Context: an optimization exercise on an open-source flow, tuned for small area, a short achievable clock period and few clock cycles. The choices shown serve that exercise and are no tape-out recipe. In this exercise RTL edits were held to simulation tests only and were not proved equivalent to the original. No activity file was given, so power comes from the tool's default toggle rates.

## harbor
==> flow/design.v (excerpt) <==
module data_memory_pipe (
  input  logic        clk,
  input  logic        rst,
  input  logic        req_valid,
  output logic        req_ready,
  input  logic        req_write,
  input  logic [15:0] address,
  input  logic [15:0] store_data,
  input  logic [1:0]  byte_en,
  output logic [15:0] load_data,
  output logic        load_valid,
  output logic        addr_err
);
export LEC_CHECK = 0
export ABC_CLOCK_PERIOD_IN_PS = 1800
export CAP_MARGIN = 20
export CORE_MARGIN = 2
export CORE_UTILIZATION = 70
export CTS_CLUSTER_DIAMETER = 80
export CTS_CLUSTER_SIZE = 30
export SETUP_SLACK_MARGIN = 1.6
export SLEW_MARGIN = 20
export SYNTH_MEMORY_MAX_BITS = 8192
create_clock -name core_clock -period 3.7 [get_ports {clk}]
run.sh (not shown) runs the stock make flow with config.mk's settings and CLKGATE_MAP_FILE= SYNTH_SCRIPT=/design/flow/synth_recipe.tcl, a recipe that flattens the netlist after the stock synthesis.
Testbench counts of harbor, summed over its fixed seeds: cycles 24,022.
Changes in indigo relative to harbor:
--- a/flow/design.v
+++ b/flow/design.v
@@ -38,20 +38,22 @@
   logic [NPART-1:0][15:0] a_rcol;   
   logic [NPART-1:0][1:0]  a_rrow;   
   logic        a_rpol;              
   logic        b_ld, b_err;
   logic [NPART-1:0][15:0] b_part;
   logic        b_rpol;
   logic [1:0]  b_fwd_be;
   logic [15:0] b_fwd_data;
   logic        c_ld, c_err;
   logic [15:0] c_data;
+  logic        d_ld, d_err;
+  logic [15:0] d_data;
   logic [15:0] slot [256];
   logic [NPART-1:0][15:0] part;
   assign nph      = rst ? 2'd0 : ph + 2'd1;
   assign clr      = rst || clr2;
   assign in_range = (address[15:8] == 8'd0);
   assign accept   = req_valid && rdy && !rst;
   assign st_in    = accept && req_write && in_range && (byte_en != 2'b00);
   assign h_in     = (address[0] == nph[0]);
   always_ff @(posedge clk) begin
     if (rst) begin
@@ -225,21 +227,26 @@
       rd = rd | b_part[k];
     rd = rd ^ {16{b_rpol}};
     for (int b = 0; b < 2; b++)
       if (b_fwd_be[b])
         rd[8*b +: 8] = b_fwd_data[8*b +: 8];
   end
   always_ff @(posedge clk) begin
     if (rst) begin
       c_ld  <= 1'b0;
       c_err <= 1'b0;
+      d_ld  <= 1'b0;
+      d_err <= 1'b0;
     end else begin
       c_ld  <= b_ld;
       c_err <= b_err;
+      d_ld  <= c_ld;
+      d_err <= c_err;
     end
     c_data <= rd & {16{!b_err}};
+    d_data <= c_data;
   end
   assign req_ready  = rdy;
-  assign load_valid = c_ld;
-  assign addr_err   = c_err;
-  assign load_data  = c_data;
+  assign load_valid = d_ld;
+  assign addr_err   = d_err;
+  assign load_data  = d_data;
 endmodule
Results
For first-iteration DRC count, harbor and indigo come out practically identical. Going from harbor to indigo, part of the total power dissipated in combinational logic lower, non-clock buffer count higher, shortest clock period the worst path allows after layout higher, multiplexer fraction of the synthesized cell area roughly the same. Taking harbor as the reference point, the fraction of layout cells with a size suffix above 1 of indigo falls by 0.22 points. Compared with harbor, in indigo wire length fell by 1.2%, clock-pin slew of the registers on the worst-case setup and hold paths stayed essentially flat, power after layout rose by 0.00031 W, wire length of the first global-routing pass stayed essentially flat, area share of buffers outside the clock network stayed essentially flat. indigo and harbor ended up with nearly the same power per cell area. In indigo relative to harbor, layout filler cell count had gone down slightly. sky130_fd_sc_hd__edfxtp_1 as the cell at the slowest stage of the critical path was reported by harbor, and sky130_fd_sc_hd__or4_4 by indigo.
Testbench counts of indigo, summed over its fixed seeds: cycles 24,031.

========
The RTL this note starts from:
==> flow/design.v <==
module data_memory_pipe (
  input  logic        clk,
  input  logic        rst,
  input  logic        req_valid,
  output logic        req_ready,
  input  logic        req_write,
  input  logic [15:0] address,
  input  logic [15:0] store_data,
  input  logic [1:0]  byte_en,
  output logic [15:0] load_data,
  output logic        load_valid,
  output logic        addr_err
);
  localparam int NQ    = 5;    
  localparam int NPART = 8;    
  logic        rdy;
  logic        clr2;           
  logic [1:0]  ph;             
  logic [1:0]  nph;            
  logic        clr;
  logic        accept;
  logic        in_range;
  logic        st_in;          
  logic        h_in;           
  logic        s_v;
  logic [15:0] s_data;
  logic [1:0]  s_be;
  logic [NQ-1:0]       q_v;
  logic [NQ-1:0][7:0]  q_addr;
  logic [NQ-1:0][15:0] q_data;
  logic [NQ-1:0][1:0]  q_be;
  logic [NQ-1:0]       q_el;     
  logic [15:0] w_row;          
  logic [7:0]  w_col;          
  logic [1:0]  w_be;           
  logic [15:0] w_data;         
  logic [7:0]  w_addr;
  logic        w_fwd;          
  logic        a_ld, a_err, a_inr;
  logic [7:0]  a_addr;
  logic [NPART-1:0][15:0] a_rcol;   
  logic [NPART-1:0][1:0]  a_rrow;   
  logic        a_rpol;              
  logic        b_ld, b_err;
  logic [NPART-1:0][15:0] b_part;
  logic        b_rpol;
  logic [1:0]  b_fwd_be;
  logic [15:0] b_fwd_data;
  logic        c_ld, c_err;
  logic [15:0] c_data;
  logic        d_ld, d_err;
  logic [15:0] d_data;
  logic [15:0] slot [256];
  logic [NPART-1:0][15:0] part;
  assign nph      = rst ? 2'd0 : ph + 2'd1;
  assign clr      = rst || clr2;
  assign in_range = (address[15:8] == 8'd0);
  assign accept   = req_valid && rdy && !rst;
  assign st_in    = accept && req_write && in_range && (byte_en != 2'b00);
  assign h_in     = (address[0] == nph[0]);
  always_ff @(posedge clk) begin
    if (rst) begin
      ph   <= 2'd0;
      clr2 <= 1'b1;
    end else begin
      ph   <= nph;
      clr2 <= 1'b0;
    end
  end
  logic [NQ-1:0]       hit;       
  logic [NQ-1:0]       pick;      
  logic                pick_in;   
  logic                any_el, any_merge;
  logic [NQ-1:0]       merge;     
  logic [NQ-1:0]       ins;       
  logic [NQ-1:0]       nq_v, nq_el;
  logic [2:0]          nq_cnt;
  logic [7:0]          p_addr;
  logic [15:0]         p_data;
  logic [1:0]          p_be;
  always_ff @(posedge clk) begin
    if (rst) s_v <= 1'b0;
    else     s_v <= st_in;
    s_data <= store_data;
    s_be   <= byte_en;
  end
  always_comb begin
    any_el = |q_el;
    for (int i = 0; i < NQ; i++) begin
      logic lower;
      lower = 1'b0;
      for (int n = 0; n < i; n++) lower = lower | q_el[n];
      pick[i] = q_el[i] && !lower;
    end
    pick_in = s_v && (a_addr[0] != nph[0]) && !any_el;
    p_addr = a_addr & {8{pick_in}};
    p_data = s_data;
    p_be   = s_be & {2{pick_in}};
    for (int i = 0; i < NQ; i++) begin
      p_addr = p_addr | (q_addr[i] & {8{pick[i]}});
      p_be   = p_be   | (q_be[i] & {2{pick[i]}});
    end
    if (any_el) begin
      p_data = '0;
      for (int i = 0; i < NQ; i++)
        p_data = p_data | (q_data[i] & {16{pick[i]}});
    end
    for (int i = 0; i < NQ; i++) begin
      hit[i]   = q_v[i] && (q_addr[i] == a_addr);
      merge[i] = s_v && hit[i] && !pick[i];
    end
    any_merge = |merge;
    for (int i = 0; i < NQ; i++) begin
      logic lower_free;
      lower_free = 1'b0;
      for (int n = 0; n < i; n++) lower_free = lower_free | !q_v[n];
      ins[i] = s_v && !pick_in && !any_merge && !q_v[i] && !lower_free;
    end
    nq_cnt = '0;
    for (int i = 0; i < NQ; i++) begin
      nq_v[i] = (q_v[i] && !pick[i]) || ins[i];
      nq_cnt  = nq_cnt + {2'b00, nq_v[i]};
      nq_el[i] = ins[i] ? (a_addr[0] == nph[0])
                        : (q_v[i] && !pick[i] && q_addr[i][0] == nph[0]);
    end
  end
  always_ff @(posedge clk) begin
    if (rst) begin
      q_v  <= '0;
      q_el <= '0;
      rdy  <= 1'b0;
    end else begin
      q_v  <= nq_v;
      q_el <= nq_el;
      rdy  <= nq_cnt <= 3'(NQ - 2);
    end
    for (int i = 0; i < NQ; i++) begin
      if (ins[i]) begin
        q_addr[i] <= a_addr;
        q_be[i]   <= s_be;
      end else if (merge[i]) begin
        q_be[i]   <= q_be[i] | s_be;
      end
      for (int b = 0; b < 2; b++)
        if (ins[i] || (merge[i] && s_be[b]))
          q_data[i][8*b +: 8] <= s_data[8*b +: 8];
    end
    if (clr) begin
      w_row  <= '1;
      w_col  <= '1;
      w_be   <= 2'b11;
      w_data <= {16{nph[1]}};
      w_fwd  <= 1'b0;
    end else begin
      for (int i = 0; i < 16; i++) w_row[i] <= (p_addr[7:4] == 4'(i));
      for (int i = 0; i < 8; i++)  w_col[i] <= (p_addr[3:1] == 3'(i));
      w_be   <= p_be;
      w_data <= p_data ^ {16{nph[1]}};
      w_fwd  <= (p_be != 2'b00);
    end
    w_addr <= p_addr;
  end
  for (genvar p = 0; p < 128; p++) begin : g_ring
    for (genvar b = 0; b < 2; b++) begin : g_byte
      logic we;
      assign we = w_row[p / 8] && w_col[p % 8] && w_be[b];
      always_ff @(posedge clk) begin
        slot[2*p][8*b +: 8]     <= slot[2*p + 1][8*b +: 8];
        slot[2*p + 1][8*b +: 8] <= ~(we ? w_data[8*b +: 8] : slot[2*p][8*b +: 8]);
      end
    end
  end
  always_ff @(posedge clk) begin
    if (rst) begin
      a_ld  <= 1'b0;
      a_err <= 1'b0;
    end else begin
      a_ld  <= accept && !req_write;
      a_err <= accept && !in_range;
    end
    a_inr  <= in_range;
    a_addr <= address[7:0];
    for (int k = 0; k < NPART; k++) begin
      for (int j = 0; j < 16; j++)
        a_rcol[k][j] <= ({address[3:1], h_in} == 4'(j)) && (address[7:5] == 3'(k));
      a_rrow[k] <= {address[4], !address[4]} & {2{address[7:5] == 3'(k)}};
    end
    a_rpol <= nph[1] ^ (h_in && nph[0]);
  end
  always_comb begin
    for (int k = 0; k < NPART; k++) begin
      part[k] = '0;
      for (int r = 0; r < 2; r++) begin
        logic [15:0] g;
        g = '0;
        for (int j = 0; j < 16; j++)
          g = g | (slot[32*k + 16*r + j] & {16{a_rcol[k][j]}});
        part[k] = part[k] | (g & {16{a_rrow[k][r]}});
      end
    end
  end
  logic [1:0]  fwd_be;
  logic [15:0] fwd_data;
  logic [NQ-1:0][1:0] fm;
  logic [1:0]  wm, qm;
  always_comb begin
    for (int i = 0; i < NQ; i++)
      fm[i] = q_be[i] & {2{q_v[i] && q_addr[i] == a_addr}};
    wm = w_be & {2{w_fwd && w_addr == a_addr}};
    qm = '0;
    fwd_data = '0;
    for (int i = 0; i < NQ; i++) begin
      qm = qm | fm[i];
      for (int b = 0; b < 2; b++)
        fwd_data[8*b +: 8] = fwd_data[8*b +: 8] | (q_data[i][8*b +: 8] & {8{fm[i][b]}});
    end
    for (int b = 0; b < 2; b++)
      if (wm[b] && !qm[b])
        fwd_data[8*b +: 8] = w_data[8*b +: 8] ^ {8{ph[1]}};
    fwd_be = qm | wm;
  end
  always_ff @(posedge clk) begin
    if (rst) begin
      b_ld  <= 1'b0;
      b_err <= 1'b0;
    end else begin
      b_ld  <= a_ld;
      b_err <= a_err;
    end
    b_part     <= part;
    b_rpol     <= a_rpol;
    b_fwd_be   <= fwd_be & {2{a_inr}};
    b_fwd_data <= fwd_data;
  end
  logic [15:0] rd;
  always_comb begin
    rd = '0;
    for (int k = 0; k < NPART; k++)
      rd = rd | b_part[k];
    rd = rd ^ {16{b_rpol}};
    for (int b = 0; b < 2; b++)
      if (b_fwd_be[b])
        rd[8*b +: 8] = b_fwd_data[8*b +: 8];
  end
  always_ff @(posedge clk) begin
    if (rst) begin
      c_ld  <= 1'b0;
      c_err <= 1'b0;
      d_ld  <= 1'b0;
      d_err <= 1'b0;
    end else begin
      c_ld  <= b_ld;
      c_err <= b_err;
      d_ld  <= c_ld;
      d_err <= c_err;
    end
    c_data <= rd & {16{!b_err}};
    d_data <= c_data;
  end
  assign req_ready  = rdy;
  assign load_valid = d_ld;
  assign addr_err   = d_err;
  assign load_data  = d_data;
endmodule
clock: 3.7 ns
lec_check: 0
abc_clock_period_in_ps: 1800
cap_margin: 20
core_margin: 2
core_utilization: 78
cts_cluster_diameter: 70
cts_cluster_size: 30
setup_slack_margin: 1.6
slew_margin: 20
synth_memory_max_bits: 8192
Testbench counts at the start, summed over its fixed seeds: cycles 24,033.
Change:
--- a/flow/design.v
+++ b/flow/design.v
@@ -12,5 +12,5 @@
   output logic        addr_err
 );
-  localparam int NQ    = 5;    
+  localparam int NQ    = 4;    
   localparam int NPART = 8;    
   logic        rdy;
@@ -23,7 +23,4 @@
   logic        st_in;          
   logic        h_in;           
-  logic        s_v;
-  logic [15:0] s_data;
-  logic [1:0]  s_be;
   logic [NQ-1:0]       q_v;
   logic [NQ-1:0][7:0]  q_addr;
@@ -49,6 +46,4 @@
   logic        c_ld, c_err;
   logic [15:0] c_data;
-  logic        d_ld, d_err;
-  logic [15:0] d_data;
   logic [15:0] slot [256];
   logic [NPART-1:0][15:0] part;
@@ -75,14 +70,7 @@
   logic [NQ-1:0]       ins;       
   logic [NQ-1:0]       nq_v, nq_el;
-  logic [2:0]          nq_cnt;
   logic [7:0]          p_addr;
   logic [15:0]         p_data;
   logic [1:0]          p_be;
-  always_ff @(posedge clk) begin
-    if (rst) s_v <= 1'b0;
-    else     s_v <= st_in;
-    s_data <= store_data;
-    s_be   <= byte_en;
-  end
   always_comb begin
     any_el = |q_el;
@@ -93,8 +81,8 @@
       pick[i] = q_el[i] && !lower;
     end
-    pick_in = s_v && (a_addr[0] != nph[0]) && !any_el;
-    p_addr = a_addr & {8{pick_in}};
-    p_data = s_data;
-    p_be   = s_be & {2{pick_in}};
+    pick_in = st_in && (address[0] != nph[0]) && !any_el;
+    p_addr = address[7:0] & {8{pick_in}};
+    p_data = store_data;
+    p_be   = byte_en & {2{pick_in}};
     for (int i = 0; i < NQ; i++) begin
       p_addr = p_addr | (q_addr[i] & {8{pick[i]}});
@@ -107,6 +95,6 @@
     end
     for (int i = 0; i < NQ; i++) begin
-      hit[i]   = q_v[i] && (q_addr[i] == a_addr);
-      merge[i] = s_v && hit[i] && !pick[i];
+      hit[i]   = q_v[i] && (q_addr[i] == address[7:0]);
+      merge[i] = st_in && hit[i] && !pick[i];
     end
     any_merge = |merge;
@@ -115,11 +103,9 @@
       lower_free = 1'b0;
       for (int n = 0; n < i; n++) lower_free = lower_free | !q_v[n];
-      ins[i] = s_v && !pick_in && !any_merge && !q_v[i] && !lower_free;
-    end
-    nq_cnt = '0;
+      ins[i] = st_in && !pick_in && !any_merge && !q_v[i] && !lower_free;
+    end
     for (int i = 0; i < NQ; i++) begin
       nq_v[i] = (q_v[i] && !pick[i]) || ins[i];
-      nq_cnt  = nq_cnt + {2'b00, nq_v[i]};
-      nq_el[i] = ins[i] ? (a_addr[0] == nph[0])
+      nq_el[i] = ins[i] ? (address[0] == nph[0])
                         : (q_v[i] && !pick[i] && q_addr[i][0] == nph[0]);
     end
@@ -133,16 +119,16 @@
       q_v  <= nq_v;
       q_el <= nq_el;
-      rdy  <= nq_cnt <= 3'(NQ - 2);
+      rdy  <= !(&nq_v);
     end
     for (int i = 0; i < NQ; i++) begin
       if (ins[i]) begin
-        q_addr[i] <= a_addr;
-        q_be[i]   <= s_be;
+        q_addr[i] <= address[7:0];
+        q_be[i]   <= byte_en;
       end else if (merge[i]) begin
-        q_be[i]   <= q_be[i] | s_be;
+        q_be[i]   <= q_be[i] | byte_en;
       end
       for (int b = 0; b < 2; b++)
-        if (ins[i] || (merge[i] && s_be[b]))
-          q_data[i][8*b +: 8] <= s_data[8*b +: 8];
+        if (ins[i] || (merge[i] && byte_en[b]))
+          q_data[i][8*b +: 8] <= store_data[8*b +: 8];
     end
     if (clr) begin
@@ -247,18 +233,13 @@
       c_ld  <= 1'b0;
       c_err <= 1'b0;
-      d_ld  <= 1'b0;
-      d_err <= 1'b0;
     end else begin
       c_ld  <= b_ld;
       c_err <= b_err;
-      d_ld  <= c_ld;
-      d_err <= c_err;
     end
     c_data <= rd & {16{!b_err}};
-    d_data <= c_data;
   end
   assign req_ready  = rdy;
-  assign load_valid = d_ld;
-  assign addr_err   = d_err;
-  assign load_data  = d_data;
+  assign load_valid = c_ld;
+  assign addr_err   = c_err;
+  assign load_data  = c_data;
 endmodule
=> The new run produced a clean layout; register-to-register slack improved by 0.64 ns; first-iteration DRC count came out lower by 0.31%; synthesized cell count came out lower by 0.97%; global-route usage came out higher by 1.1 points; routed wire length came out higher by 1.2%; utilization came out higher by 0.19 points; cell area came out lower by 0.95%; worst setup slack improved by 0.64 ns.
Testbench counts after the change, summed over its fixed seeds: cycles 24,022.

-- separate check: timing with driven ports --
The results above use ideal ports. As a check the final layouts listed here were re-extracted and re-timed, cells and wires unchanged. Step 1 sets driving cells, clkbuf_16 on the clock port and buf_2 on the other inputs (assumed; they add their load-dependent delay and slew). Step 2, shift: input delay + t, output delay - t, t = (earliest + latest rising clock arrival at the registers) / 2. This alone moves slack from input paths to output paths. Slacks: ideal ports / drivers / drivers and shift; pairs: ideal ports / drivers.
run	t (ns)	setup slack, ns	worst setup path at the end	clock arrival spread, ns
harbor	0.976	1.437 / 1.383 / 0.573	input to register	0.047 / 0.047
indigo	0.963	1.064 / 0.983 / 0.020	input to register	0.055 / 0.056
the first run of note 2	0.974	0.814 / 0.814 / 0.239	input to register	0.038 / 0.037
the second run of note 2	0.985	1.454 / 1.388 / 0.403	input to register	0.044 / 0.044
After both steps setup and hold are still met in every run listed. For the second run of note 2, which loses most, drivers alone change the setup slack by -0.066 ns; drivers and shift together by -1.051 ns.
